Context: an optimization exercise on an open-source flow, tuned for small area. The choices shown serve that exercise and are no tape-out recipe. Where RTL was checked, it was by simulation tests only, not by an equivalence proof against the original. Function not checked in runs 2 to 6: the RTL went through the layout flow alone. Power is estimated from default activity; no workload was simulated.

[flow/config.mk]
export PLATFORM = sky130hd
export DESIGN_NAME = ram_burst_ctrl
export DESIGN_NICKNAME = ram_burst_ctrl
export VERILOG_FILES = /design/flow/design.v
export SDC_FILE = /design/flow/constraint.sdc
export NUM_CORES = 4
export LEC_CHECK = 0
export CAP_MARGIN = 40
export CORE_AREA = 4 4 246 246
export DIE_AREA = 0 0 250 250
export SLEW_MARGIN = 40
[flow/constraint.sdc]
create_clock -name core_clock -period 7.0 [get_ports {clk}]
set_input_delay 1.4000 -clock core_clock [delete_from_list [all_inputs] [get_ports {clk}]]
set_output_delay 1.4000 -clock core_clock [all_outputs]
set_load 0.01 [all_outputs]
[flow/design.v]
module ram_burst_ctrl #(
  parameter int DATA_W = 32,
  parameter int ADDR_W = 9,
  parameter int BURST  = 16
) (
  input  logic                       clk,
  input  logic                       rst,
  input  logic                       cmd_valid,
  output logic                       cmd_ready,
  input  logic                       cmd_we,
  input  logic [ADDR_W-1:0]          cmd_addr,
  input  logic [5:0]                 cmd_len,
  input  logic                       wr_valid,
  output logic                       wr_ready,
  input  logic [DATA_W-1:0]          wr_data,
  output logic                       rd_valid,
  input  logic                       rd_ready,
  output logic [DATA_W-1:0]          rd_data,
  output logic                       rd_last,
  output logic                       busy,
  output logic                       done,
  output logic                       err,
  output logic                       ram_we,
  output logic [ADDR_W-1:0]          ram_addr,
  output logic [$clog2(BURST)-1:0]   ram_cnt,
  output logic [DATA_W*BURST-1:0]    ram_wdata,
  input  logic [DATA_W*BURST-1:0]    ram_rdata
);
  localparam logic [2:0] S_IDLE   = 3'd0;
  localparam logic [2:0] S_WFILL  = 3'd1;
  localparam logic [2:0] S_WBURST = 3'd2;
  localparam logic [2:0] S_RISSUE = 3'd3;
  localparam logic [2:0] S_RWAIT  = 3'd4;
  localparam logic [2:0] S_RDRAIN = 3'd5;
  logic [2:0]        r_state;
  logic [ADDR_W:0]   r_addr;    
  logic [5:0]        r_left;    
  logic [3:0]        r_idx;     
  logic              r_done;
  logic              r_err;
  logic [DATA_W-1:0] r_wbuf [BURST-1];
  logic [DATA_W-1:0] r_wlast;
  logic w_fill, w_drain, w_wburst, w_accept;
  logic w_wr_hs, w_rd_hs, w_last, w_wdone, w_chunk_end;
  logic [ADDR_W:0] w_addr_inc;
  logic [3:0]      w_cnt;
  assign w_fill      = (r_state == S_WFILL);
  assign w_drain     = (r_state == S_RDRAIN);
  assign w_wburst    = (r_state == S_WBURST);
  assign w_accept    = (r_state == S_IDLE) && cmd_valid;
  assign w_wr_hs     = w_fill && wr_valid;
  assign w_rd_hs     = w_drain && rd_ready;
  assign w_last      = (r_left == '0);
  assign w_wdone     = r_left[5] && r_left[4];
  assign w_chunk_end = (r_idx == 4'd15) || w_last;
  logic [4:0] w_lo_inc;
  assign w_lo_inc    = {1'b0, r_addr[3:0]} + {4'b0, w_rd_hs};
  assign w_addr_inc  = {r_addr[ADDR_W:4] + {5'b0, (w_lo_inc[4] | w_wburst)}, w_lo_inc[3:0]};
  always_ff @(posedge clk) begin
    if (rst) begin
      r_state <= S_IDLE;
      r_done  <= 1'b0;
      r_err   <= 1'b0;
    end else begin
      r_done <= 1'b0;
      case (r_state)
        S_IDLE: begin
          if (cmd_valid) begin
            r_err   <= ({1'b0, cmd_addr} + {4'b0, cmd_len}) > 10'd511;
            r_state <= cmd_we ? S_WFILL : S_RISSUE;
          end
        end
        S_WFILL:  if (wr_valid && w_chunk_end) r_state <= S_WBURST;
        S_WBURST: begin
          r_state <= w_wdone ? S_IDLE : S_WFILL;
          r_done  <= w_wdone;
        end
        S_RISSUE: r_state <= S_RWAIT;
        S_RWAIT:  r_state <= S_RDRAIN;
        S_RDRAIN: begin
          if (rd_ready) begin
            if (w_last) begin
              r_state <= S_IDLE;
              r_done  <= 1'b1;
            end else if (r_idx == 4'd15) begin
              r_state <= S_RISSUE;
            end
          end
        end
        default: r_state <= S_IDLE;
      endcase
    end
  end
  always_ff @(posedge clk) begin
    if (w_accept) begin
      r_addr <= {1'b0, cmd_addr};
      r_left <= cmd_len;
      r_idx  <= '0;
    end else begin
      if (w_wr_hs || w_rd_hs) begin
        r_idx  <= r_idx + 1'b1;
        r_left <= r_left - 1'b1;
      end
      if (w_rd_hs || w_wburst) r_addr <= w_addr_inc;
    end
  end
  generate
    for (genvar gi = 0; gi < BURST - 1; gi++) begin : g_word
      always_ff @(posedge clk)
        if (w_wr_hs && (r_idx == gi)) r_wbuf[gi] <= wr_data;
      assign ram_wdata[gi*DATA_W +: DATA_W] = r_wbuf[gi];
    end
  endgenerate
  always_ff @(posedge clk) r_wlast <= wr_data;
  assign ram_wdata[(BURST-1)*DATA_W +: DATA_W] = r_wlast;
  assign w_cnt = r_idx - 1'b1;
  assign cmd_ready = (r_state == S_IDLE);
  assign busy      = (r_state != S_IDLE);
  assign wr_ready  = w_fill;
  assign rd_valid  = w_drain;
  assign rd_data   = r_addr[ADDR_W] ? '0 : ram_rdata[DATA_W-1:0];
  assign rd_last   = w_last;
  assign done      = r_done;
  assign err       = r_err;
  assign ram_we    = w_wburst && !r_addr[ADDR_W];
  assign ram_addr  = w_wburst ? r_addr[ADDR_W-1:0] : w_addr_inc[ADDR_W-1:0];
  assign ram_cnt   = ((r_addr[ADDR_W-1:4] == 5'h1f) && (w_cnt > ~r_addr[3:0])) ? ~r_addr[3:0] : w_cnt;
endmodule
[flow/flow/run.sh]
#!/bin/bash
# Standard layout, with the port buffers made from the smallest buffer cell and a leaner clock tree.
set -e
export BUFFER_PORTS_ARGS="-buffer_cell sky130_fd_sc_hd__buf_1"
export PLACE_PINS_ARGS="-min_distance 1 -min_distance_in_tracks"
export CTS_ARGS="-sink_clustering_enable -repair_clock_nets -dont_use_dummy_load -buf_list sky130_fd_sc_hd__clkbuf_16 -sink_clustering_size 30 -sink_clustering_max_diameter 80"
bash standard.sh > standard.log 2>&1
[flow/standard.sh]
#!/bin/bash
# synth_recipe.tcl (not shown) runs the flow's synth.tcl, then flattens the netlist and writes it again
# the make line also repeats each setting of config.mk as NAME=value (left out here)
make -C /OpenROAD-flow-scripts/flow DESIGN_CONFIG=/design/flow/config.mk WORK_HOME=/design/flow/orfs CLKGATE_MAP_FILE= SYNTH_SCRIPT=/design/flow/synth_recipe.tcl "${@:-finish}"
==> results of run 1 <==
[critical path, cell delays in order]
cell and delay (ns):
buf_1 0.12, and4b_1 0.47, ha_1 0.26, ha_1 0.23
nand3_1 0.09, nand2_1 0.09, ha_1 0.17, ha_1 0.22
nand3_1 0.16, nor2_1 0.15, xor2_1 0.16, buf_1 0.21
[how the worst min path moves through the flow]
stage | from | slack, ns | cells after the start | endpoint
6_report | r_err$_SDFFE_PP0P_ | 0.49 | 2 | r_err$_SDFFE_PP0P_
3_3_place_gp | r_err$_SDFFE_PP0P_ | 0.47 | 2 | r_err$_SDFFE_PP0P_
3_5_place_dp | r_err$_SDFFE_PP0P_ | 0.47 | 2 | r_err$_SDFFE_PP0P_
4_1_cts | r_err$_SDFFE_PP0P_ | 0.49 | 2 | r_err$_SDFFE_PP0P_
5_1_grt | r_err$_SDFFE_PP0P_ | 0.53 | 2 | r_err$_SDFFE_PP0P_
2_1_floorplan | r_idx[1]$_SDFFE_PP0P_ | 0.49 | 2 | r_idx[1]$_SDFFE_PP0P_
[state kept, by name, summed over array words and instances (netlist names)]
| register | cells |
|---|---|
| r_idx | 4 |
| r_wlast | 32 |
| r_state | 3 |
| r_err | 1 |
| r_addr | 10 |
| r_left | 6 |
| r_wbuf | 480 |
| r_done | 1 |
[report_power, final]
part	internal, mW	switching, mW
registers	3.59	0.0594
clock network	0.662	0.881
logic	0.143	0.315
total	4.40	1.26
[stage by stage]
stage | instances | total power [mW] | setup slack [ns] | cell area (um^2)
2_1_floorplan | 785 | 3.97 | 2.50 | 17300
3_3_place_gp | 2201 | 4.17 | 1.97 | 20800
3_5_place_dp | 2202 | 4.18 | 1.94 | 20900
4_1_cts | 2228 | 5.69 | 1.92 | 21500
5_1_grt | 2229 | 5.89 | 1.70 | 21500
6_report | 2229 | 5.65 | 1.87 | 21500
[per-layer routing]
layer	vias to the layer above	global-route usage (%)	share of wire, %
li1	4312	-	-
met1	4907	21.2	39
met2	867	22.6	41
met3	113	7.36	16
met4	0	6.12	4.4
met5	-	0	0
[cell usage after synthesis, drive strengths merged, types with 4 or more instances]
master	instances
edfxtp	495
nor2	28
nor3	7
nor2b	35
nand3	4
clkbuf	4
buf	10
inv	10
ha	21
xnor2	12
dfxtp	42
xor2	8
a21oi	11
nand2	47
o21ai	15
[final cells by class]
| class | instances | area [um^2] | share of cell area (%) |
|---|---|---|---|
| Tap cell | 765 | 957 | 4.45 |
| Multi-Input combinational cell | 224 | 1580 | 7.33 |
| Timing Repair Buffer | 667 | 2590 | 12.1 |
| Inverter | 10 | 37.5 | 0.174 |
| Clock buffer | 26 | 651 | 3.02 |
| Sequential cell | 537 | 15700 | 73.0 |
[cell families (layout without fill, tap and decap cells)]
group / after synthesis / in the layout / share of synthesized area, %
flip-flops: 537 / 537 / 90.8
AO/OA/AOI/OAI: 35 / 35 / 1.22
multiplexers: 5 / 5 / 0.304
buffers and inverters: 24 / 703 / 0.767
XOR/XNOR: 20 / 20 / 1.01
adder cells (fa/ha/maj): 21 / 21 / 1.52
AND/OR/NAND/NOR: 143 / 143 / 4.36
==> metrics.yaml, run 1 <==
outcome: "timing/DRC/antenna clean"
cts_root_buffer: "clkbuf_16"
nFillCells: 5437
r2r_cells: 4
nNetsFinal: 2052
routed_wirelength_um: 53100
ys_warn_count: 2
drc: 0
ys.flop_type: "edfxtp_1"
grt_pass1_wl_um: 72800
antenna_found_initial: 1
crit_type: "primary input to output pin"
setup_viol_count_final: 0
endpoint_kind: "output pin"
r2r_end: "r_wbuf[14][12]$_DFFE_PP_"
drt_iter0_markers: 819
timing.hold.ws_ns: 0.491
synth_edf_count: 495
vias: 10200
fp-row-count: 88
dieArea_um2: 62500
dp_hpwl_um: 37200
relSlewSlack_pct: 41.1
synthTopCellsByArea: "edfxtp_1, dfxtp_1, ha_1, nor2b_1, nand2_1"
async_flop_share_pct: 0
grt-ovfl-total: 0
timing.rr.start: "r_state[0]$_SDFFE_PP0P_"
cp_max_fo: 8
die_y_um: 250
tns_ns: 0
leakagePower_nw: 6.66
cts-buffers-inserted: 26
synth_seq_area_share_pct: 90.8
timing.fmax_mhz: 195
diodes: 0
skew_ns: 0.0740
rsz0062_at_grt: "false"
ys_types: 44
dr.pass1.iters: 5
die_width_um: 250
ir_worst_vdd_uv: 211
detail_route.vias_per_cell: 4.58
final_cell_mix: "buf_1, edfxtp_1, nand2_1"
p_per_area_nw_per_um2: 263
cp.required_ns: 5.60
start_util_pct: 29.9
min_path_type: "register to register"
htree_levels: 1
wl_per_cell_um: 23.8
cp.arrival_ns: 3.73
yosys.area.top_type: "edfxtp_1"
final_util_pct: 37.2
grt_pass1_vias: 9879
track_usage_pct: 15.9
synth-seq-cells: 537
drv_cap: 0
hold_violations: 0
start_kind: "primary input"
synth_area_um2: 17300
core_area_um2: 57800
syn_inst: 785
r2r_slack_ns: 3.99
grt_max_degree: 35
gp_routability_congestion: 0.890
synthToLayoutAreaGrowth_pct: 24.5
io_buffers: 649
cts_resized: 0
synth_top_area_share_pct: 86.0
hold_buffers: 0
min_period_over_period_pct: 73.2
clkTransAtPathRegs_ns: 0.10
cts_setup_buffers: 0
ant_nets: 0
cts_max_path_buffers: 3
syn_area_per_cell_um2: 22.0
timing.final.max_slew_violations: 0
crit_end: "ram_addr[8]"
clkSinkCount: 537
cts_tree: "built"
drive_gt1_share_pct: 4.92
min_period_ns: 5.13
crit_start: "rd_ready"
ioPinCount: 1130
worstMarginPinSlew_ns: 0.883
insertion_delay_ns: 0.59
layout_commonest_cell: "buf_1"
==> run 2, diff against run 1 <==
--- a/flow/design.v
+++ b/flow/design.v
@@ -41,20 +41,55 @@
   logic [DATA_W-1:0] r_wbuf [BURST-1];
   logic [DATA_W-1:0] r_wlast;
-  logic w_fill, w_drain, w_wburst, w_accept;
-  logic w_wr_hs, w_rd_hs, w_last, w_wdone, w_chunk_end;
+  function automatic logic [4:0] f_inc4(input logic [3:0] x, input logic ci);
+    logic c;
+    c = ci;
+    for (int i = 0; i < 4; i++) begin
+      f_inc4[i] = x[i] ^ c;
+      c = c & x[i];
+    end
+    f_inc4[4] = c;
+  endfunction
+  function automatic logic [5:0] f_inc6(input logic [5:0] x, input logic ci);
+    logic c;
+    c = ci;
+    for (int i = 0; i < 6; i++) begin
+      f_inc6[i] = x[i] ^ c;
+      c = c & x[i];
+    end
+  endfunction
+  function automatic logic [5:0] f_dec6(input logic [5:0] x, input logic bi);
+    logic b;
+    b = bi;
+    for (int i = 0; i < 6; i++) begin
+      f_dec6[i] = x[i] ^ b;
+      b = b & ~x[i];
+    end
+  endfunction
+  logic w_idle, w_fill, w_drain, w_wburst, w_accept;
+  logic w_wr_hs, w_rd_hs, w_hs, w_last, w_wdone, w_idx15, w_chunk_end;
+  logic w_cmd_oor, w_cnt_clamp;
+  logic [4:0]      w_lo_inc;
   logic [ADDR_W:0] w_addr_inc;
   logic [3:0]      w_cnt;
+  assign w_idle      = (r_state == S_IDLE);
   assign w_fill      = (r_state == S_WFILL);
   assign w_drain     = (r_state == S_RDRAIN);
   assign w_wburst    = (r_state == S_WBURST);
-  assign w_accept    = (r_state == S_IDLE) && cmd_valid;
+  assign w_accept    = w_idle && cmd_valid;
   assign w_wr_hs     = w_fill && wr_valid;
   assign w_rd_hs     = w_drain && rd_ready;
+  assign w_hs        = w_wr_hs || w_rd_hs;
   assign w_last      = (r_left == '0);
   assign w_wdone     = r_left[5] && r_left[4];
-  assign w_chunk_end = (r_idx == 4'd15) || w_last;
-  logic [4:0] w_lo_inc;
-  assign w_lo_inc    = {1'b0, r_addr[3:0]} + {4'b0, w_rd_hs};
-  assign w_addr_inc  = {r_addr[ADDR_W:4] + {5'b0, (w_lo_inc[4] | w_wburst)}, w_lo_inc[3:0]};
+  assign w_idx15     = (r_idx == 4'd15);
+  assign w_chunk_end = w_idx15 || w_last;
+  assign w_lo_inc   = f_inc4(r_addr[3:0], w_rd_hs);
+  assign w_addr_inc = {f_inc6(r_addr[ADDR_W:4], w_lo_inc[4] | w_wburst), w_lo_inc[3:0]};
+  always_comb begin
+    logic c;
+    c = 1'b0;
+    for (int i = 0; i < 6; i++) c = (cmd_addr[i] & cmd_len[i]) | (c & (cmd_addr[i] | cmd_len[i]));
+    w_cmd_oor = c & (&cmd_addr[8:6]);
+  end
   always_ff @(posedge clk) begin
     if (rst) begin
@@ -67,5 +102,5 @@
         S_IDLE: begin
           if (cmd_valid) begin
-            r_err   <= ({1'b0, cmd_addr} + {4'b0, cmd_len}) > 10'd511;
+            r_err   <= w_cmd_oor;
             r_state <= cmd_we ? S_WFILL : S_RISSUE;
           end
@@ -83,5 +118,5 @@
               r_state <= S_IDLE;
               r_done  <= 1'b1;
-            end else if (r_idx == 4'd15) begin
+            end else if (w_idx15) begin
               r_state <= S_RISSUE;
             end
@@ -93,15 +128,7 @@
   end
   always_ff @(posedge clk) begin
-    if (w_accept) begin
-      r_addr <= {1'b0, cmd_addr};
-      r_left <= cmd_len;
-      r_idx  <= '0;
-    end else begin
-      if (w_wr_hs || w_rd_hs) begin
-        r_idx  <= r_idx + 1'b1;
-        r_left <= r_left - 1'b1;
-      end
-      if (w_rd_hs || w_wburst) r_addr <= w_addr_inc;
-    end
+    r_addr <= w_accept ? {1'b0, cmd_addr} : w_addr_inc;
+    r_left <= w_accept ? cmd_len : f_dec6(r_left, w_hs);
+    r_idx  <= w_accept ? 4'd0 : f_inc4(r_idx, w_hs);
   end
   generate
@@ -115,6 +142,12 @@
   assign ram_wdata[(BURST-1)*DATA_W +: DATA_W] = r_wlast;
   assign w_cnt = r_idx - 1'b1;
-  assign cmd_ready = (r_state == S_IDLE);
-  assign busy      = (r_state != S_IDLE);
+  always_comb begin
+    logic c;
+    c = 1'b0;
+    for (int i = 0; i < 4; i++) c = (r_addr[i] & w_cnt[i]) | (c & (r_addr[i] | w_cnt[i]));
+    w_cnt_clamp = c & (&r_addr[ADDR_W-1:4]);
+  end
+  assign cmd_ready = w_idle;
+  assign busy      = !w_idle;
   assign wr_ready  = w_fill;
   assign rd_valid  = w_drain;
@@ -125,4 +158,4 @@
   assign ram_we    = w_wburst && !r_addr[ADDR_W];
   assign ram_addr  = w_wburst ? r_addr[ADDR_W-1:0] : w_addr_inc[ADDR_W-1:0];
-  assign ram_cnt   = ((r_addr[ADDR_W-1:4] == 5'h1f) && (w_cnt > ~r_addr[3:0])) ? ~r_addr[3:0] : w_cnt;
+  assign ram_cnt   = w_cnt_clamp ? ~r_addr[3:0] : w_cnt;
 endmodule
==> run 2 against run 1 <==
  * Global-route usage decreased by 0.35 points
  * Power rose by 3.1%
  * Clock skew down 0.0053 ns
  * Core utilization down 0.42 points
  * Worst setup slack got worse by 0.44 ns
  * Clock power hardly changed
  * Highest routed layer unchanged
==> metrics.yaml, run 2 <==
outcome: "timing/DRC/antenna clean"  # unchanged
cts_max_path_buffers: 3  # unchanged
die_y_um: 250  # unchanged
yosys.area.top_type: "edfxtp_1"  # unchanged
synthToLayoutAreaGrowth_pct: 25.3  # was 24.5%
timing.final.max_slew_violations: 0  # unchanged
clkSinkCount: 537  # unchanged
dp_hpwl_um: 36500  # was 37200 um
min_period_over_period_pct: 79.5  # was 73.2%
seqCellArea_um2: 15600  # was 15700 um^2
power.internal_mw: 4.48  # was 4.40 mW
syn_inst: 739  # was 785
grt.busiest_layer: "met2"  # unchanged
skew_ns: 0.0687  # was 0.0740 ns
drv_cap: 0  # unchanged
leakagePower_nw: 6.64  # was 6.66 nW
clkTransAtPathRegs_ns: 0.11  # was 0.10 ns
ys_types: 44  # unchanged
multi_input_area_um2: 1460  # was 1580 um^2
cp_max_fo: 4  # was 8
combPwrFrac_pct: 10.3  # was 8.1%
ir_worst_vdd_uv: 293  # was 211 uV
cts-buffers-inserted: 26  # unchanged
crit_type: "primary input to output pin"  # unchanged
grt_pass1_vias: 9532  # was 9879
drt_iter0_markers: 833  # was 819
cpMostUsedCell: "ha_1"  # unchanged
grt_pass1_wl_um: 70900  # was 72800 um
crit_family: "adder cells"  # was simple AND/OR/NAND/NOR gates
pwr-share-seq_pct: 63.1  # was 64.6%
hold_buffers: 0  # unchanged
dr.pass1.iters: 5  # unchanged
insertion_delay_ns: 0.60  # was 0.59 ns
cp_slowest_cell: "or2_2"  # was and4b_1
track_usage_pct: 15.5  # was 15.9%
slowest_delay_ns: 0.29  # was 0.47 ns
power_mw: 5.83  # was 5.65 mW
layout_commonest_cell: "buf_1"  # unchanged
drive_gt1_share_pct: 6.32  # was 4.92%
p_per_area_nw_per_um2: 274  # was 263 nW/um^2
cp.arrival_ns: 4.17  # was 3.73 ns
critPathBufInv: 2  # unchanged
htree_levels: 1  # unchanged
met2_usage_pct: 21.7  # was 22.6%
dieArea_um2: 62500  # unchanged
relSlewSlack_pct: 43.6  # was 41.1%
synth_seq_area_share_pct: 91.6  # was 90.8%
cts_setup_buffers: 0  # unchanged
detail_route.vias_per_cell: 4.50  # was 4.58
fin_area_um2: 21300  # was 21500 um^2
routed_wirelength_um: 52000  # was 53100 um
synth_area_um2: 17000  # was 17300 um^2
start_util_pct: 29.4  # was 29.9%
io_buffers: 649  # unchanged
fp-row-count: 88  # unchanged
setup_viol_count_final: 0  # unchanged
antenna_found_initial: 1  # unchanged
cts_resized: 0  # unchanged
die_width_um: 250  # unchanged
gp_routability_congestion: 0.893  # was 0.890
synth_common_cells: "edfxtp_1, dfxtp_1, nor2b_1"  # was edfxtp_1, nand2_1, dfxtp_1
min_path_type: "register to register"  # unchanged
ioPinCount: 1130  # unchanged
synthTopCellsByArea: "edfxtp_1, dfxtp_1, ha_1, nor2b_1, mux2_2"  # was edfxtp_1, dfxtp_1, ha_1, nor2b_1, nand2_1
ys_warn_count: 2  # unchanged
rsz0062_at_grt: "false"  # unchanged
cp.required_ns: 5.60  # about the same
grtUsageMet1_pct: 20.8  # was 21.2%
timing.fmax_mhz: 180  # was 195 MHz
cts_root_buffer: "clkbuf_16"  # unchanged
start_kind: "primary input"  # unchanged
worstMarginPinSlew_ns: 0.842  # was 0.883 ns
net-switching-power_mw: 1.35  # was 1.26 mW
core_area_um2: 57800  # unchanged
tns_ns: 0  # unchanged
drc: 0  # unchanged
hold_violations: 0  # unchanged
place_area_um2: 20600  # was 20900 um^2
nFillCells: 5410  # was 5437
grt-ovfl-total: 0  # unchanged
endpoint_kind: "output pin"  # unchanged
vias: 9859  # was 10200
ant_nets: 0  # unchanged
min_period_ns: 5.57  # was 5.13 ns
grt_max_degree: 35  # unchanged
grt_use_met3_pct: 7.70  # was 7.36%
synth_top_area_share_pct: 84.9  # was 86.0%
crit_path_cell_trace: "buf_1, and2_1, ha_1, ha_1, ha_1, ha_1, or2_2, ha_1, ha_1, ha_1, ha_1, ha_1, mux2_2, buf_1"  # was buf_1, and4b_1, ha_1, ha_1, nand3_1, nand2_1, ha_1, ha_1, nand3_1, nor2_1, xor2_1, buf_1
final_cell_mix: "buf_1, edfxtp_1, dfxtp_1"  # was buf_1, edfxtp_1, nand2_1
reg_top3: "r_wbuf: 480 flops, r_wlast: 32 flops, r_addr: 10 flops"  # unchanged
clockPowerShare_pct: 26.5  # was 27.3%
r2r_slack_ns: 3.60  # was 3.99 ns
wl_per_cell_um: 23.8  # about the same
nNetsFinal: 2013  # was 2052
largest_register_ffs: 480  # unchanged
cts_tree: "built"  # unchanged
ys.flop_type: "edfxtp_1"  # unchanged
synth-seq-cells: 537  # unchanged
syn_area_per_cell_um2: 23.0  # was 22.0 um^2
async_flop_share_pct: 0  # unchanged
p_sw_share_pct: 23.2  # was 22.2%
top_register: "r_wbuf"  # unchanged
synth_edf_count: 480  # was 495
synthMostInstantiatedCell: "edfxtp_1"  # unchanged
run 2: final cells by class:
type / count / area share (%)
diodes: 1 / 0.0118
clock buffers: 26 / 3.06
inverters: 10 / 0.176
multi-input cells: 184 / 6.87
flip-flops and latches: 537 / 73.1
well taps: 765 / 4.50
repair buffers: 667 / 12.3
run 2: cell families after synthesis:
| group | Yosys count | synth area share [%] |
|---|---|---|
| and+or+nand+nor | 103 | 3.43 |
| AOI/OAI and AO/OA | 34 | 1.30 |
| adders and majority gates | 23 | 1.68 |
| DFF | 537 | 91.6 |
| muxes | 20 | 1.31 |
| xor gates and xnor gates | 4 | 0.206 |
| buffers and inverters | 18 | 0.479 |
run 2: power groups by stage:
stage	logic, mW	clock network, mW	registers, mW
after floorplan	0.322	0	3.75
after global placement	0.587	0	3.74
after detailed placement	0.595	0	3.75
after CTS	0.599	1.59	3.68
after global routing	0.657	1.72	3.69
final	0.603	1.55	3.68
run 2: layer usage:
| layer | part of all wire, % | routed length [um] |
|---|---|---|
| met1 | 39 | 20500 |
| met2 | 40 | 20800 |
| met3 | 16 | 8510 |
| met4 | 4.4 | 2290 |
| met5 | 0 | 0 |
run 2: stage by stage:
| stage | std cells | setup WS (ns) | util [%] | hold WS [ns] |
|---|---|---|---|---|
| after floorplan | 739 | 1.86 | - | 0.535 |
| after global placement | 2161 | 1.47 | 35.6 | 0.531 |
| after detailed placement | 2161 | 1.42 | 35.6 | 0.539 |
| after CTS | 2187 | 1.41 | 36.7 | 0.564 |
| after global routing | 2190 | 1.35 | 36.8 | 0.614 |
| final | 2190 | 1.43 | 36.8 | 0.580 |
run 2: worst min-delay path: cells and delay by family (launching register included):
family	cells	cell delay, ns
compound gates	2	0.20
flops	1	0.34
run 2: worst paths after layout:
kind                                start                  to  cells after the start
setup / recovery                 rd_ready         ram_addr[8]                     14
hold / removal         r_err$_SDFFE_PP0P_  r_err$_SDFFE_PP0P_                      2
setup reg to reg  r_state[1]$_SDFFE_PP0P_   r_addr[8]$_DFF_P_                     13
hold reg to reg        r_err$_SDFFE_PP0P_  r_err$_SDFFE_PP0P_                      2
==> run 3, diff against run 2 <==
--- a/flow/config.mk
+++ b/flow/config.mk
@@ -6,6 +6,6 @@
 export NUM_CORES = 4
 export LEC_CHECK = 0
-export CAP_MARGIN = 40
+export CAP_MARGIN = 10
 export CORE_AREA = 4 4 246 246
 export DIE_AREA = 0 0 250 250
-export SLEW_MARGIN = 40
+export SLEW_MARGIN = 10
==> run 3 against run 2 <==
  * Largest cell class unchanged
  * Final area shrank 0.27%
  * Highest routed layer unchanged
  * Critical path depth did not move
  * Sequential cell count unchanged
  * Routed wire length is 0.67% higher
  * Critical path type unchanged
  * Final cell count is the same
  * Largest power group unchanged
==> metrics.yaml, run 3 <==
fp-row-count: 88  # unchanged
power_mw: 5.84  # was 5.83 mW
synthTopCellsByArea: "edfxtp_1, dfxtp_1, ha_1, nor2b_1, mux2_2"  # unchanged
crit_type: "primary input to output pin"  # unchanged
cp_max_fo: 4  # unchanged
clkSinkCount: 537  # unchanged
grt-ovfl-total: 0  # unchanged
grtUsageMet1_pct: 20.9  # was 20.8%
drv_cap: 0  # unchanged
top_register: "r_wbuf"  # unchanged
die_width_um: 250  # unchanged
synth_top_area_share_pct: 84.9  # unchanged
io_buffers: 649  # unchanged
hold_violations: 0  # unchanged
layout_commonest_cell: "buf_1"  # unchanged
synth_seq_area_share_pct: 91.6  # unchanged
ys.flop_type: "edfxtp_1"  # unchanged
die_y_um: 250  # unchanged
power.internal_mw: 4.48  # about the same
fin_area_um2: 21200  # was 21300 um^2
dr.pass1.iters: 5  # unchanged
track_usage_pct: 15.7  # was 15.5%
detail_route.vias_per_cell: 4.50  # about the same
cts_root_buffer: "clkbuf_16"  # unchanged
grt_use_met3_pct: 7.79  # was 7.70%
ys_types: 44  # unchanged
vias: 9856  # was 9859
cts_setup_buffers: 0  # unchanged
start_kind: "primary input"  # unchanged
final_util_pct: 36.7  # was 36.8%
skew_ns: 0.0686  # was 0.0687 ns
p_per_area_nw_per_um2: 275  # was 274 nW/um^2
met2_usage_pct: 22.4  # was 21.7%
r2r_slack_ns: 3.60  # about the same
synth_common_cells: "edfxtp_1, dfxtp_1, nor2b_1"  # unchanged
net-switching-power_mw: 1.37  # was 1.35 mW
start_util_pct: 29.4  # unchanged
syn_inst: 739  # unchanged
synthToLayoutAreaGrowth_pct: 25.0  # was 25.3%
largest_register_ffs: 480  # unchanged
cp.required_ns: 5.60  # about the same
timing.fmax_mhz: 179  # was 180 MHz
cts-buffers-inserted: 26  # unchanged
synth_area_um2: 17000  # unchanged
dieArea_um2: 62500  # unchanged
ir_worst_vdd_uv: 191  # was 293 uV
relSlewSlack_pct: 29.9  # was 43.6%
syn_area_per_cell_um2: 23.0  # unchanged
final_cell_mix: "buf_1, edfxtp_1, dfxtp_1"  # unchanged
cp.arrival_ns: 4.18  # was 4.17 ns
endpoint_kind: "output pin"  # unchanged
numPlacedInstances: 2162  # was 2161
timing.final.max_slew_violations: 0  # unchanged
gp_routability_congestion: 0.893  # unchanged
tns_ns: 0  # unchanged
drive_gt1_share_pct: 5.90  # was 6.32%
clkTransAtPathRegs_ns: 0.11  # about the same
combPwrFrac_pct: 10.3  # about the same
nNetsFinal: 2012  # was 2013
stdcell_count: 2190  # unchanged
outcome: "timing/DRC/antenna clean"  # unchanged
min_period_ns: 5.58  # was 5.57 ns
wl_per_cell_um: 23.9  # was 23.8 um
min_path_type: "register to register"  # unchanged
routed_wirelength_um: 52400  # was 52000 um
worstMarginPinSlew_ns: 1.05  # was 0.842 ns
grt.busiest_layer: "met2"  # unchanged
synthMostInstantiatedCell: "edfxtp_1"  # unchanged
cts_resized: 0  # unchanged
core_area_um2: 57800  # unchanged
grt_pass1_vias: 9624  # was 9532
p_sw_share_pct: 23.4  # was 23.2%
place_area_um2: 20600  # about the same
htree_levels: 1  # unchanged
grt_max_degree: 35  # unchanged
insertion_delay_ns: 0.60  # about the same
reg_top3: "r_wbuf: 480 flops, r_wlast: 32 flops, r_addr: 10 flops"  # unchanged
async_flop_share_pct: 0  # unchanged
setup_viol_count_final: 0  # unchanged
rsz0062_at_grt: "false"  # unchanged
pwr-share-seq_pct: 63.0  # was 63.1%
drc: 0  # unchanged
synth_edf_count: 480  # unchanged
ant_nets: 0  # unchanged
cts_max_path_buffers: 3  # unchanged
ioPinCount: 1130  # unchanged
ys_warn_count: 2  # unchanged
min_period_over_period_pct: 79.8  # was 79.5%
hold_buffers: 0  # unchanged
antenna_found_initial: 1  # unchanged
grt_pass1_wl_um: 71600  # was 70900 um
cts_tree: "built"  # unchanged
leakagePower_nw: 6.63  # was 6.64 nW
synth-seq-cells: 537  # unchanged
yosys.area.top_type: "edfxtp_1"  # unchanged
clockPowerShare_pct: 26.7  # was 26.5%
dp_hpwl_um: 36700  # was 36500 um
drt_iter0_markers: 821  # was 833
run 3: cell count changes in the layout (fill, tap and decap cells not counted), moves of 2 or more:
cell	change
buf_1	+4
nor3_2	+2
clkbuf_2	-3
nor3_4	-2
run 3: final timing paths:
path | cells past startpoint | end | from
hold / removal | 2 | r_err$_SDFFE_PP0P_ | r_err$_SDFFE_PP0P_
hold reg to reg | 2 | r_err$_SDFFE_PP0P_ | r_err$_SDFFE_PP0P_
setup / recovery | 14 | ram_addr[8] | rd_ready
setup reg to reg | 13 | r_addr[8]$_DFF_P_ | r_state[1]$_SDFFE_PP0P_
run 3: through the flow:
stage               hold WS, ns  setup slack [ns]
CTS                       0.553              1.41
finish                    0.560              1.42
global placement          0.531              1.47
detailed placement        0.538              1.43
global route              0.581              1.33
floorplan                 0.535              1.86
run 3: critical path, cell delays in order:
cell	delay, ns
buf_1	0.12
and2_1	0.19
ha_1	0.21
ha_1	0.19
ha_1	0.18
ha_1	0.18
or2_2	0.29
ha_1	0.19
ha_1	0.19
ha_1	0.18
ha_1	0.18
ha_1	0.28
mux2_2	0.27
buf_1	0.14
run 3: final cells by class:
type                            count  area [um^2]
Sequential cell                   537        15600
Multi-Input combinational cell    184         1450
Antenna cell                        2         5.00
Timing Repair Buffer              666         2570
Fill cell                        5421        36600
Tap cell                          765          957
Inverter                           10         37.5
Clock buffer                       26          651
run 3: cells by family after synthesis:
| kind of cell | share of synthesized area [%] |
|---|---|
| AND/OR/NAND/NOR | 3.43 |
| adder cells (fa/ha/maj) | 1.68 |
| XOR/XNOR | 0.206 |
| multiplexers | 1.31 |
| AO/OA/AOI/OAI | 1.30 |
| buffers and inverters | 0.479 |
| flip-flops | 91.6 |
run 3: power by group through the flow:
| stage | Sequential [mW] | Clock [mW] | Combinational, mW |
|---|---|---|---|
| finish | 3.68 | 1.56 | 0.604 |
| global route | 3.69 | 1.72 | 0.657 |
| CTS | 3.68 | 1.60 | 0.600 |
| detailed placement | 3.75 | 0 | 0.599 |
| global placement | 3.74 | 0 | 0.587 |
| floorplan | 3.75 | 0 | 0.322 |
run 3: routing by layer:
metal / wire length, um / up-vias
met5: 0 / -
met4: 1960 / 0
met3: 8450 / 103
met2: 21000 / 828
met1: 21000 / 4734
li1: - / 4191
==> run 4, diff against run 3 <==
==> flow/flow/run.sh (replaced) <==
#!/bin/bash
# Standard layout, with the port buffers made from the smallest buffer cell and a leaner clock tree.
set -e
export BUFFER_PORTS_ARGS="-buffer_cell sky130_fd_sc_hd__buf_1"
export PLACE_PINS_ARGS="-min_distance 1 -min_distance_in_tracks"
export CTS_ARGS="-sink_clustering_enable -repair_clock_nets -dont_use_dummy_load -buf_list sky130_fd_sc_hd__clkbuf_16 -sink_clustering_size 40 -sink_clustering_max_diameter 60"
bash standard.sh > standard.log 2>&1
--- a/flow/config.mk
+++ b/flow/config.mk
@@ -6,6 +6,6 @@
 export NUM_CORES = 4
 export LEC_CHECK = 0
-export CAP_MARGIN = 10
+export CAP_MARGIN = 40
 export CORE_AREA = 4 4 246 246
 export DIE_AREA = 0 0 250 250
-export SLEW_MARGIN = 10
+export SLEW_MARGIN = 40
==> run 4 against run 3 <==
  * Via count up 0.50%
  * Synthesized area did not move
  * Worst setup slack improved by 0.013 ns
  * Critical path type unchanged
  * Highest routed layer unchanged
==> metrics.yaml, run 4 <==
ys.flop_type: "edfxtp_1"  # unchanged
synthToLayoutAreaGrowth_pct: 26.8  # was 25.0%
synth_edf_count: 480  # unchanged
dieArea_um2: 62500  # unchanged
synth_common_cells: "edfxtp_1, dfxtp_1, nor2b_1"  # unchanged
insertion_delay_ns: 0.57  # was 0.60 ns
ys_types: 44  # unchanged
fp-row-count: 88  # unchanged
core_area_um2: 57800  # unchanged
synthMostInstantiatedCell: "edfxtp_1"  # unchanged
cts_resized: 0  # unchanged
cts-buffers-inserted: 36  # was 26
die_y_um: 250  # unchanged
gp_routability_congestion: 0.893  # unchanged
routed_wirelength_um: 52300  # was 52400 um
yosys.area.top_type: "edfxtp_1"  # unchanged
start_kind: "primary input"  # unchanged
pre_cts_ws_ns: 1.42  # was 1.43 ns
cp_max_fo: 4  # unchanged
die_width_um: 250  # unchanged
reg_top3: "r_wbuf: 480 flops, r_wlast: 32 flops, r_addr: 10 flops"  # unchanged
syn_area_per_cell_um2: 23.0  # unchanged
nNetsFinal: 2023  # was 2012
tns_ns: 0  # unchanged
min_period_over_period_pct: 79.6  # was 79.8%
min_path_type: "register to register"  # unchanged
leakagePower_nw: 6.77  # was 6.63 nW
dp_hpwl_um: 36500  # was 36700 um
clkTransAtPathRegs_ns: 0.06  # was 0.11 ns
nFillCells: 5366  # was 5421
outcome: "timing/DRC/antenna clean"  # unchanged
synth_area_um2: 17000  # unchanged
async_flop_share_pct: 0  # unchanged
clkSinkCount: 537  # unchanged
min_period_ns: 5.57  # was 5.58 ns
antenna_found_initial: 1  # unchanged
final_cell_mix: "buf_1, edfxtp_1, dfxtp_1"  # unchanged
cp.arrival_ns: 4.17  # was 4.18 ns
drv_cap: 0  # unchanged
timing.rr.start: "r_state[1]$_SDFFE_PP0P_"  # unchanged
timing.final.max_slew_violations: 0  # unchanged
grt_pass1_vias: 9694  # was 9624
power.internal_mw: 4.73  # was 4.48 mW
detail_route.vias_per_cell: 4.50  # about the same
io_buffers: 649  # unchanged
cts_root_buffer: "clkbuf_16"  # unchanged
wl_per_cell_um: 23.8  # was 23.9 um
p_sw_share_pct: 22.9  # was 23.4%
drive_gt1_share_pct: 6.97  # was 5.90%
drc: 0  # unchanged
synth_seq_area_share_pct: 91.6  # unchanged
vias: 9905  # was 9856
layout_commonest_cell: "buf_1"  # unchanged
start_util_pct: 29.4  # unchanged
relSlewSlack_pct: 45.5  # was 29.9%
ys_warn_count: 2  # unchanged
p_per_area_nw_per_um2: 285  # was 275 nW/um^2
hold_violations: 0  # unchanged
r2r_cells: 13  # unchanged
setup_viol_count_final: 0  # unchanged
synth_top_area_share_pct: 84.9  # unchanged
endpoint_kind: "output pin"  # unchanged
fin_ws_ns: 1.43  # was 1.42 ns
cts_setup_buffers: 0  # unchanged
grt_pass1_wl_um: 71400  # was 71600 um
htree_levels: 2  # was 1
synth-seq-cells: 537  # unchanged
combPwrFrac_pct: 9.9  # was 10.3%
crit_type: "primary input to output pin"  # unchanged
dr.pass1.iters: 5  # unchanged
ant_nets: 0  # unchanged
pwr-share-seq_pct: 60.1  # was 63.0%
ioPinCount: 1130  # unchanged
hold_end: "r_err$_SDFFE_PP0P_"  # unchanged
rsz0062_at_grt: "false"  # unchanged
cts_max_path_buffers: 3  # unchanged
min_delay_path_depth: 2  # unchanged
cp.required_ns: 5.60  # about the same
ir_worst_vdd_uv: 264  # was 191 uV
r2r_end: "r_addr[8]$_DFF_P_"  # unchanged
worstMarginPinSlew_ns: 0.813  # was 1.05 ns
r2r_slack_ns: 3.60  # about the same
top_register: "r_wbuf"  # unchanged
synthTopCellsByArea: "edfxtp_1, dfxtp_1, ha_1, nor2b_1, mux2_2"  # unchanged
skew_ns: 0.0647  # was 0.0686 ns
net-switching-power_mw: 1.40  # was 1.37 mW
largest_register_ffs: 480  # unchanged
worstHoldStart: "r_err$_SDFFE_PP0P_"  # unchanged
clockPowerShare_pct: 30.1  # was 26.7%
track_usage_pct: 15.7  # about the same
grt-ovfl-total: 0  # unchanged
drt_iter0_markers: 768  # was 821
timing.fmax_mhz: 180  # was 179 MHz
cts_tree: "built"  # unchanged
grt_max_degree: 35  # unchanged
hold_buffers: 0  # unchanged
syn_inst: 739  # unchanged
run 4: final cells by class:
| cell class | instances | area, um^2 | area share, % |
|---|---|---|---|
| inverters | 10 | 37.5 | 0.174 |
| multi-input cells | 184 | 1460 | 6.79 |
| clock buffers | 36 | 901 | 4.18 |
| well taps | 765 | 957 | 4.45 |
| flip-flops and latches | 537 | 15600 | 72.2 |
| repair buffers | 667 | 2610 | 12.1 |
| diodes | 2 | 5.00 | 0.0232 |
run 4: logic make-up after synthesis:
logic type | Yosys count | share of synthesized area (%)
DFF | 537 | 91.6
and+or+nand+nor | 103 | 3.43
AOI/OAI and AO/OA | 34 | 1.30
adders and majority gates | 23 | 1.68
muxes | 20 | 1.31
buffers and inverters | 18 | 0.479
xor gates and xnor gates | 4 | 0.206
run 4: routing by layer:
| metal | vias to the layer above | track usage, % | wire length, um |
|---|---|---|---|
| met2 | 862 | 21.7 | 20700 |
| met3 | 120 | 7.86 | 8290 |
| li1 | 4214 | - | - |
| met4 | 0 | 6.91 | 2440 |
| met5 | - | 0 | 0 |
| met1 | 4709 | 20.9 | 20900 |
run 4: per-stage QoR:
step	hold slack, ns	cell area, um^2	utilization [%]	power, mW	std cells
after floorplan	0.535	17000	-	4.08	739
after global placement	0.531	20600	35.6	4.33	2161
after detailed placement	0.539	20600	35.6	4.35	2161
after CTS	0.557	21500	37.1	6.18	2197
after global routing	0.614	21500	37.2	6.39	2200
final	0.556	21500	37.2	6.13	2201
run 4: worst max path at each step:
stage          slack (ns)          end  startpoint  cells after the start
5_1_grt              1.35  ram_addr[8]    rd_ready                     14
3_5_place_dp         1.42  ram_addr[8]    rd_ready                     14
2_1_floorplan        1.86  ram_addr[8]    rd_ready                     12
3_3_place_gp         1.47  ram_addr[8]    rd_ready                     14
4_1_cts              1.41  ram_addr[8]    rd_ready                     14
6_report             1.43  ram_addr[8]    rd_ready                     14
run 4: power groups by stage:
stage | sequential (mW) | clock (mW) | combinational (mW)
floorplan | 3.75 | 0 | 0.322
global placement | 3.74 | 0 | 0.587
detailed placement | 3.75 | 0 | 0.595
CTS | 3.68 | 1.90 | 0.599
global route | 3.69 | 2.04 | 0.657
finish | 3.68 | 1.84 | 0.604
run 4: worst max-delay path, stage by stage:
cell	delay (ns)
buf_1	0.12
and2_1	0.19
ha_1	0.21
ha_1	0.19
ha_1	0.18
ha_1	0.18
or2_2	0.29
ha_1	0.18
ha_1	0.18
ha_1	0.18
ha_1	0.18
ha_1	0.28
mux2_2	0.26
buf_1	0.14
==> run 5, diff against run 4 <==
--- a/flow/design.v
+++ b/flow/design.v
@@ -38,4 +38,5 @@
   logic [3:0]        r_idx;     
   logic              r_done;
+  logic              r_wnext;
   logic              r_err;
   logic [DATA_W-1:0] r_wbuf [BURST-1];
@@ -85,5 +86,5 @@
   assign w_chunk_end = w_idx15 || w_last;
   assign w_lo_inc   = f_inc4(r_addr[3:0], w_rd_hs);
-  assign w_addr_inc = {f_inc6(r_addr[ADDR_W:4], w_lo_inc[4] | w_wburst), w_lo_inc[3:0]};
+  assign w_addr_inc = {f_inc6(r_addr[ADDR_W:4], w_lo_inc[4] | r_wnext), w_lo_inc[3:0]};
   always_comb begin
     logic c;
@@ -131,4 +132,5 @@
     r_left <= w_accept ? cmd_len : f_dec6(r_left, w_hs);
     r_idx  <= w_accept ? 4'd0 : f_inc4(r_idx, w_hs);
+    r_wnext <= w_wburst;
   end
   generate
@@ -157,5 +159,5 @@
   assign err       = r_err;
   assign ram_we    = w_wburst && !r_addr[ADDR_W];
-  assign ram_addr  = w_wburst ? r_addr[ADDR_W-1:0] : w_addr_inc[ADDR_W-1:0];
+  assign ram_addr  = w_addr_inc[ADDR_W-1:0];
   assign ram_cnt   = w_cnt_clamp ? ~r_addr[3:0] : w_cnt;
 endmodule
==> flow/flow/run.sh (replaced) <==
#!/bin/bash
# Standard layout, with the port buffers made from the smallest buffer cell and a leaner clock tree.
set -e
export BUFFER_PORTS_ARGS="-buffer_cell sky130_fd_sc_hd__buf_1"
export PLACE_PINS_ARGS="-min_distance 1 -min_distance_in_tracks"
export REMOVE_ABC_BUFFERS=1
export CTS_ARGS="-sink_clustering_enable -repair_clock_nets -dont_use_dummy_load -buf_list sky130_fd_sc_hd__clkbuf_16 -sink_clustering_size 30 -sink_clustering_max_diameter 110"
bash standard.sh > standard.log 2>&1
--- a/flow/config.mk
+++ b/flow/config.mk
@@ -6,6 +6,6 @@
 export NUM_CORES = 4
 export LEC_CHECK = 0
-export CAP_MARGIN = 40
+export CAP_MARGIN = 10
 export CORE_AREA = 4 4 246 246
 export DIE_AREA = 0 0 250 250
-export SLEW_MARGIN = 40
+export SLEW_MARGIN = 10
==> run 5 against run 4 <==
  * First-iteration DRC count is 16% higher
  * Non-clock buffer count is 3 lower
  * Sequential share of layout area rose by 1.9 points
  * Critical path depth shrank 1
  * Sequential power fell by 1%
  * Die area unchanged
  * Sequential cell count up 1
  * Via count shrank 1.0%
  * Combinational power shrank 27%
  * Power decreased by 10%
  * Highest routed layer unchanged
==> metrics.yaml, run 5 <==
outcome: "timing/DRC/antenna clean"  # unchanged
hold_buffers: 0  # unchanged
die_width_um: 250  # unchanged
drv_cap: 0  # unchanged
io_buffers: 649  # unchanged
htree_levels: 1  # was 2
detail_route.vias_per_cell: 4.51  # was 4.50
p_per_area_nw_per_um2: 263  # was 285 nW/um^2
dr.pass1.iters: 5  # unchanged
synth_area_um2: 17000  # about the same
tns_ns: 0  # unchanged
largest_register_ffs: 480  # unchanged
diodes: 0  # was 2
drt_iter0_markers: 893  # was 768
grt_pass1_wl_um: 71000  # was 71400 um
synth_edf_count: 480  # unchanged
nNetsFinal: 1995  # was 2023
crit_type: "primary input to output pin"  # unchanged
track_usage_pct: 15.5  # was 15.7%
cp.arrival_ns: 3.97  # was 4.17 ns
ys.flop_type: "edfxtp_1"  # unchanged
numPlacedInstances: 2149  # was 2161
synthToLayoutAreaGrowth_pct: 23.8  # was 26.8%
start_kind: "primary input"  # unchanged
cts_max_path_buffers: 3  # unchanged
start_util_pct: 29.4  # about the same
skew_ns: 0.0396  # was 0.0647 ns
leakagePower_nw: 6.55  # was 6.77 nW
synth_common_cells: "edfxtp_1, dfxtp_1, nor2b_1"  # unchanged
synthTopCellsByArea: "edfxtp_1, dfxtp_1, ha_1, nor2b_1, mux2_2"  # unchanged
timing.hold.ws_ns: 0.515  # was 0.556 ns
yosys.area.top_type: "edfxtp_1"  # unchanged
cts_resized: 0  # unchanged
endpoint_kind: "output pin"  # unchanged
clkSinkCount: 538  # was 537
final_util_pct: 36.3  # was 37.2%
timing.final.max_slew_violations: 0  # unchanged
synth_seq_area_share_pct: 91.8  # was 91.6%
gp_routability_congestion: 0.899  # was 0.893
critPathBufInv: 2  # unchanged
die_y_um: 250  # unchanged
power_mw: 5.52  # was 6.13 mW
nFillCells: 5432  # was 5366
async_flop_share_pct: 0  # unchanged
top_register: "r_wbuf"  # unchanged
dieArea_um2: 62500  # unchanged
cp.required_ns: 5.60  # about the same
final_cell_mix: "buf_1, edfxtp_1, dfxtp_1"  # unchanged
synth_top_area_share_pct: 84.9  # about the same
grt_pass1_vias: 9652  # was 9694
min_period_ns: 5.37  # was 5.57 ns
synth-seq-cells: 538  # was 537
cp_max_fo: 3  # was 4
relSlewSlack_pct: 27.1  # was 45.5%
setup_viol_count_final: 0  # unchanged
vias: 9802  # was 9905
reg_top3: "r_wbuf: 480 flops, r_wlast: 32 flops, r_addr: 10 flops"  # unchanged
cts_tree: "built"  # unchanged
routed_wirelength_um: 51800  # was 52300 um
seqCellArea_um2: 15600  # about the same
crit_family: "adder cells"  # unchanged
syn_area_per_cell_um2: 23.0  # about the same
rsz0062_at_grt: "false"  # unchanged
ir_worst_vdd_uv: 209  # was 264 uV
cts-buffers-inserted: 22  # was 36
cpMostUsedCell: "ha_1"  # unchanged
min_path_type: "register to register"  # unchanged
ys_types: 50  # was 44
fp-row-count: 88  # unchanged
stdcell_count: 2171  # was 2201
worstMarginPinSlew_ns: 1.09  # was 0.813 ns
crit_path_cell_trace: "buf_1, and3_1, ha_1, ha_1, ha_1, ha_1, or2_2, ha_1, ha_1, ha_1, ha_1, ha_1, buf_1"  # was buf_1, and2_1, ha_1, ha_1, ha_1, ha_1, or2_2, ha_1, ha_1, ha_1, ha_1, ha_1, mux2_2, buf_1
drive_gt1_share_pct: 5.12  # was 6.97%
insertion_delay_ns: 0.55  # was 0.57 ns
grt_max_degree: 35  # unchanged
core_area_um2: 57800  # unchanged
timing.fmax_mhz: 186  # was 180 MHz
ant_nets: 0  # unchanged
cts_root_buffer: "clkbuf_16"  # unchanged
grt-ovfl-total: 0  # unchanged
dp_hpwl_um: 36500  # about the same
drc: 0  # unchanged
syn_inst: 737  # was 739
layout_commonest_cell: "buf_1"  # unchanged
hold_violations: 0  # unchanged
clkTransAtPathRegs_ns: 0.11  # was 0.06 ns
min_period_over_period_pct: 76.7  # was 79.6%
multi_input_area_um2: 1340  # was 1460 um^2
cp_slowest_cell: "or2_2"  # unchanged
ioPinCount: 1130  # unchanged
wl_per_cell_um: 23.8  # about the same
slowest_delay_ns: 0.30  # was 0.29 ns
synthMostInstantiatedCell: "edfxtp_1"  # unchanged
ys_warn_count: 2  # unchanged
antenna_found_initial: 0  # was 1
cts_setup_buffers: 0  # unchanged
[run 5: cell count changes after synthesis, sizes merged, moves of 2 or more]
cell,delta
nor3,-5
nand3,-2
nand3b,+2
nor3b,-2
mux2,-9
buf,+8
and2b,+2
[run 5: cell families (layout without fill, tap and decap cells)]
group,Yosys count,count (layout),synth area share [%]
xor gates and xnor gates,4,4,0.206
buffers and inverters,27,696,0.951
adders and majority gates,23,23,1.68
and+or+nand+nor,99,99,3.35
DFF,538,538,91.8
AOI/OAI and AO/OA,34,34,1.28
muxes,12,12,0.774
[run 5: stage by stage]
step	setup WS (ns)	instance area (um^2)
6_report	1.63	21000
5_1_grt	1.48	21000
4_1_cts	1.62	21000
3_5_place_dp	1.62	20500
3_3_place_gp	1.62	20500
2_1_floorplan	2.06	16800
[run 5: layer usage]
layer  vias to the layer above  GRT usage [%]  wire length [um]
met5                         -              0                 0
met4                         0           6.13              2380
met3                       116           7.17              7980
met2                       838           22.2             21000
met1                      4722           20.4             20400
li1                       4126              -                 -
[run 5: power breakdown]
group          total [mW]  switching, mW  internal [mW]
Clock                1.43          0.867          0.568
Sequential           3.64         0.0583           3.58
Combinational       0.442          0.295          0.147
[run 5: layout make-up]
class | instances | share of cell area, %
repair buffers | 664 | 12.1
clock buffers | 22 | 2.62
multi-input cells | 172 | 6.38
inverters | 10 | 0.179
flip-flops and latches | 538 | 74.1
well taps | 765 | 4.56
[run 5: worst reg2reg max path, delay by kind of cell (launching register included)]
| family | cells | cell delay [ns] |
|---|---|---|
| adders and majority gates | 9 | 1.77 |
| DFF | 1 | 0.44 |
| and+or+nand+nor | 3 | 0.80 |
| muxes | 1 | 0.26 |
[run 5: worst paths after layout]
path / from / endpoint / slack (ns) / cells past startpoint
setup reg to reg: r_state[1]$_SDFFE_PP0P_ / r_addr[8]$_DFF_P_ / 3.63 / 13
hold / removal: r_err$_SDFFE_PP0P_ / r_err$_SDFFE_PP0P_ / 0.52 / 2
hold reg to reg: r_err$_SDFFE_PP0P_ / r_err$_SDFFE_PP0P_ / 0.52 / 2
setup / recovery: rd_ready / ram_addr[8] / 1.63 / 13
==> run 6, diff against run 5 <==
==> flow/flow/run.sh (replaced) <==
#!/bin/bash
# Standard layout, with the port buffers made from the smallest buffer cell and a leaner clock tree.
set -e
export BUFFER_PORTS_ARGS="-buffer_cell sky130_fd_sc_hd__buf_1"
export PLACE_PINS_ARGS="-min_distance 1 -min_distance_in_tracks"
export CTS_ARGS="-sink_clustering_enable -repair_clock_nets -dont_use_dummy_load -buf_list sky130_fd_sc_hd__clkbuf_16 -sink_clustering_size 30 -sink_clustering_max_diameter 80"
bash standard.sh > standard.log 2>&1
--- a/flow/config.mk
+++ b/flow/config.mk
@@ -6,4 +6,5 @@
 export NUM_CORES = 4
 export LEC_CHECK = 0
+export ABC_AREA = 1
 export CAP_MARGIN = 10
 export CORE_AREA = 4 4 246 246
==> run 6 against run 5 <==
  * Critical path depth grew 1
  * Sequential power is essentially flat
  * Register-to-register slack gained 0.47 ns
  * Core utilization grew 0.49 points
  * Count of clock-buffer cells in the layout grew 4
  * Combinational power grew about 40%
  * Clock skew grew 0.024 ns
  * Non-clock buffer count grew 3
  * Synthesized area grew 0.83%
  * Largest cell class unchanged
==> metrics.yaml, run 6 <==
start_kind: "primary input"  # unchanged
skew_ns: 0.0639  # was 0.0396 ns
grt_pass1_vias: 9970  # was 9652
top_register: "r_wbuf"  # unchanged
worstHoldStart: "r_err$_SDFFE_PP0P_"  # unchanged
drv_cap: 0  # unchanged
synthTopCellsByArea: "edfxtp_1, dfxtp_1, nand2_1, ha_1, inv_1"  # was edfxtp_1, dfxtp_1, ha_1, nor2b_1, mux2_2
die_width_um: 250  # unchanged
crit_family: "adder cells"  # unchanged
die_y_um: 250  # unchanged
syn_area_per_cell_um2: 20.5  # was 23.0 um^2
hold_end: "r_err$_SDFFE_PP0P_"  # unchanged
cts_root_buffer: "clkbuf_16"  # unchanged
grt_max_degree: 35  # unchanged
wl_per_cell_um: 23.2  # was 23.8 um
min_delay_path_depth: 2  # unchanged
dieArea_um2: 62500  # unchanged
routed_wirelength_um: 52800  # was 51800 um
synth_top_area_share_pct: 84.2  # was 84.9%
grt-ovfl-total: 0  # unchanged
gp_routability_congestion: 0.847  # was 0.899
r2r_end: "r_addr[9]$_SDFF_PP0_"  # was r_addr[8]$_DFF_P_
antenna_found_initial: 1  # was 0
cp.arrival_ns: 3.90  # was 3.97 ns
ys_warn_count: 2  # unchanged
cp_slowest_cell: "ha_1"  # was or2_2
timing.rr.start: "r_state[1]$_SDFFE_PP0P_"  # unchanged
slowest_delay_ns: 0.30  # about the same
cp_max_fo: 3  # unchanged
cts_resized: 0  # unchanged
yosys.area.top_type: "edfxtp_1"  # unchanged
timing.fmax_mhz: 189  # was 186 MHz
ir_worst_vdd_uv: 192  # was 209 uV
cpMostUsedCell: "ha_1"  # unchanged
ant_nets: 0  # unchanged
drt_iter0_markers: 744  # was 893
synth_area_um2: 17100  # was 17000 um^2
power_mw: 5.84  # was 5.52 mW
dr.pass1.iters: 5  # unchanged
p_sw_share_pct: 23.9  # was 22.1%
track_usage_pct: 15.7  # was 15.5%
cts_setup_buffers: 0  # unchanged
synthMostInstantiatedCell: "edfxtp_1"  # unchanged
net-switching-power_mw: 1.39  # was 1.22 mW
r2r_cells: 14  # was 13
synth-seq-cells: 538  # unchanged
largest_register_ffs: 480  # unchanged
htree_levels: 1  # unchanged
insertion_delay_ns: 0.60  # was 0.55 ns
fp-row-count: 88  # unchanged
detail_route.vias_per_cell: 4.44  # was 4.51
drive_gt1_share_pct: 5.68  # was 5.12%
dp_hpwl_um: 36500  # about the same
power.internal_mw: 4.45  # was 4.30 mW
worstMarginPinSlew_ns: 1.21  # was 1.09 ns
crit_type: "primary input to output pin"  # unchanged
async_flop_share_pct: 0  # unchanged
timing.final.max_slew_violations: 0  # unchanged
leakagePower_nw: 6.97  # was 6.55 nW
final_cell_mix: "buf_1, edfxtp_1, nand2_1"  # was buf_1, edfxtp_1, dfxtp_1
cp.required_ns: 5.60  # about the same
start_util_pct: 29.6  # was 29.4%
crit_start: "rd_ready"  # unchanged
synth_common_cells: "edfxtp_1, nand2_1, inv_1"  # was edfxtp_1, dfxtp_1, nor2b_1
clockPowerShare_pct: 26.5  # was 26.0%
hold_violations: 0  # unchanged
diodes: 0  # unchanged
reg_top3: "r_wbuf: 480 flops, r_wlast: 32 flops, r_addr: 10 flops"  # unchanged
combPwrFrac_pct: 10.6  # was 8.0%
min_period_over_period_pct: 75.7  # was 76.7%
vias: 10100  # was 9802
core_area_um2: 57800  # unchanged
r2r_slack_ns: 4.10  # was 3.63 ns
nNetsFinal: 2102  # was 1995
rsz0062_at_grt: "false"  # unchanged
synth_seq_area_share_pct: 91.0  # was 91.8%
drc: 0  # unchanged
syn_inst: 836  # was 737
endpoint_kind: "output pin"  # unchanged
ys_types: 32  # was 50
layout_commonest_cell: "buf_1"  # unchanged
clkTransAtPathRegs_ns: 0.06  # was 0.11 ns
min_period_ns: 5.30  # was 5.37 ns
cts_tree: "built"  # unchanged
setup_viol_count_final: 0  # unchanged
clkSinkCount: 538  # unchanged
cts_max_path_buffers: 3  # unchanged
ys.flop_type: "edfxtp_1"  # unchanged
ioPinCount: 1130  # unchanged
crit_path_cell_trace: "buf_1, inv_1, nor4_2, ha_1, ha_1, ha_1, ha_1, or2_2, ha_1, ha_1, ha_1, ha_1, ha_1, buf_1"  # was buf_1, and3_1, ha_1, ha_1, ha_1, ha_1, or2_2, ha_1, ha_1, ha_1, ha_1, ha_1, buf_1
io_buffers: 649  # unchanged
cts-buffers-inserted: 26  # was 22
synth_edf_count: 480  # unchanged
hold_buffers: 0  # unchanged
pwr-share-seq_pct: 62.9  # was 66.0%
min_path_type: "register to register"  # unchanged
tns_ns: 0  # unchanged
outcome: "timing/DRC/antenna clean"  # unchanged
cp.depth: 14  # was 13
synthToLayoutAreaGrowth_pct: 24.4  # was 23.8%
relSlewSlack_pct: 19.5  # was 27.1%
critPathBufInv: 3  # was 2
p_per_area_nw_per_um2: 274  # was 263 nW/um^2
grt_pass1_wl_um: 72000  # was 71000 um
-- run 6: changes by cell type after synthesis, sizes merged, moves of 7 or more --
| cell | delta |
|---|---|
| nand2 | +70 |
| a21oi | -7 |
| nor2 | +30 |
| o21ai | +7 |
| inv | +61 |
| mux2 | -9 |
| nand3 | +12 |
| nor2b | -35 |
-- run 6: layout make-up --
cell class,count,area [um^2]
Clock buffer,26,651
Sequential cell,538,15600
Multi-Input combinational cell,211,1270
Inverter,71,269
Timing Repair Buffer,667,2570
Fill cell,5516,36500
Tap cell,765,957
-- run 6: power groups by stage --
stage               logic [mW]  registers [mW]  clock network [mW]
finish                   0.621            3.67                1.55
global route             0.684            3.69                1.72
CTS                      0.618            3.67                1.60
detailed placement       0.615            3.75                   0
global placement         0.603            3.74                   0
floorplan                0.367            3.76                   0
-- run 6: stage by stage --
stage                     cell area, um^2  worst slack, ns  cells  hold slack [ns]  util (%)
after CTS                           21300             1.69   2278            0.483      36.8
after detailed placement            20600             1.69   2252            0.473      35.7
after floorplan                     17100             2.01    836            0.466         -
after global placement              20600             1.74   2252            0.455      35.7
after global routing                21300             1.56   2278            0.500      36.8
final                               21300             1.70   2278            0.480      36.8
-- run 6: cell families after synthesis --
logic type,share of synthesized area (%)
buf+inv,2.21
flops,91.0
xor+xnor,0.205
fa+ha+maj,1.61
compound gates,0.804
simple gates,4.17
-- run 6: routing by layer --
metal | global-route usage (%) | vias up | wire, um
met2 | 22.6 | 865 | 21300
met1 | 20.3 | 4793 | 20400
met3 | 8.60 | 115 | 9070
met5 | 0 | - | 0
met4 | 5.34 | 0 | 2070
li1 | - | 4346 | -
-- run 6: worst reg2reg max path, cell delays in order (launching register included) --
cell	delay, ns
dfxtp_1	0.47
nor4_2	0.13
ha_1	0.20
ha_1	0.18
ha_1	0.18
ha_1	0.16
or2_2	0.29
ha_1	0.19
ha_1	0.18
ha_1	0.18
ha_1	0.18
ha_1	0.18
xor2_1	0.14
nand2_1	0.11
inv_1	0.04
-- run 6: how the worst max path moves through the flow --
stage	end	slack, ns
after floorplan	ram_addr[8]	2.01
after global placement	ram_addr[8]	1.74
after detailed placement	ram_addr[8]	1.69
after CTS	ram_addr[8]	1.69
after global routing	ram_addr[8]	1.56
final	ram_addr[8]	1.70

-- afterwards: timing with drivers on the ports --
The results above use ideal ports. As a check the final layouts listed here were re-extracted and re-timed, cells and wires unchanged.
Step 1 (the two cells are an assumption about what drives the block):
set clk [get_ports {clk}]
set_driving_cell -lib_cell sky130_fd_sc_hd__clkbuf_16 $clk
set_driving_cell -lib_cell sky130_fd_sc_hd__buf_2 [delete_from_list [all_inputs] $clk]
Step 2 adds t to the input delays and takes it off the output delays; t is the mean of the earliest and latest rising clock arrival at the registers after step 1. Input paths then give back, and output paths get back, about the clock's delay inside the block.
Slacks: ideal / step 1 / step 2; pairs: ideal / step 1.
run	t, ns	slack for setup (ns)	latest minus earliest clock arrival (ns)	worst slew at a driven data input, ns
run 1	0.600	1.874 / 1.842 / 1.842	0.089 / 0.090	0.06
run 2	0.601	1.432 / 1.389 / 1.389	0.095 / 0.094	0.07
run 3	0.604	1.416 / 1.369 / 1.369	0.097 / 0.097	0.07
run 4	0.575	1.429 / 1.384 / 1.384	0.094 / 0.093	0.08
run 5	0.586	1.633 / 1.580 / 1.580	0.058 / 0.058	0.07
run 6	0.603	1.704 / 1.673 / 1.673	0.090 / 0.090	0.07
After both steps every run listed still meets setup and hold. The setup slack of run 5, which loses most, moves by -0.053 ns with the drivers and by -0.053 ns with both steps.
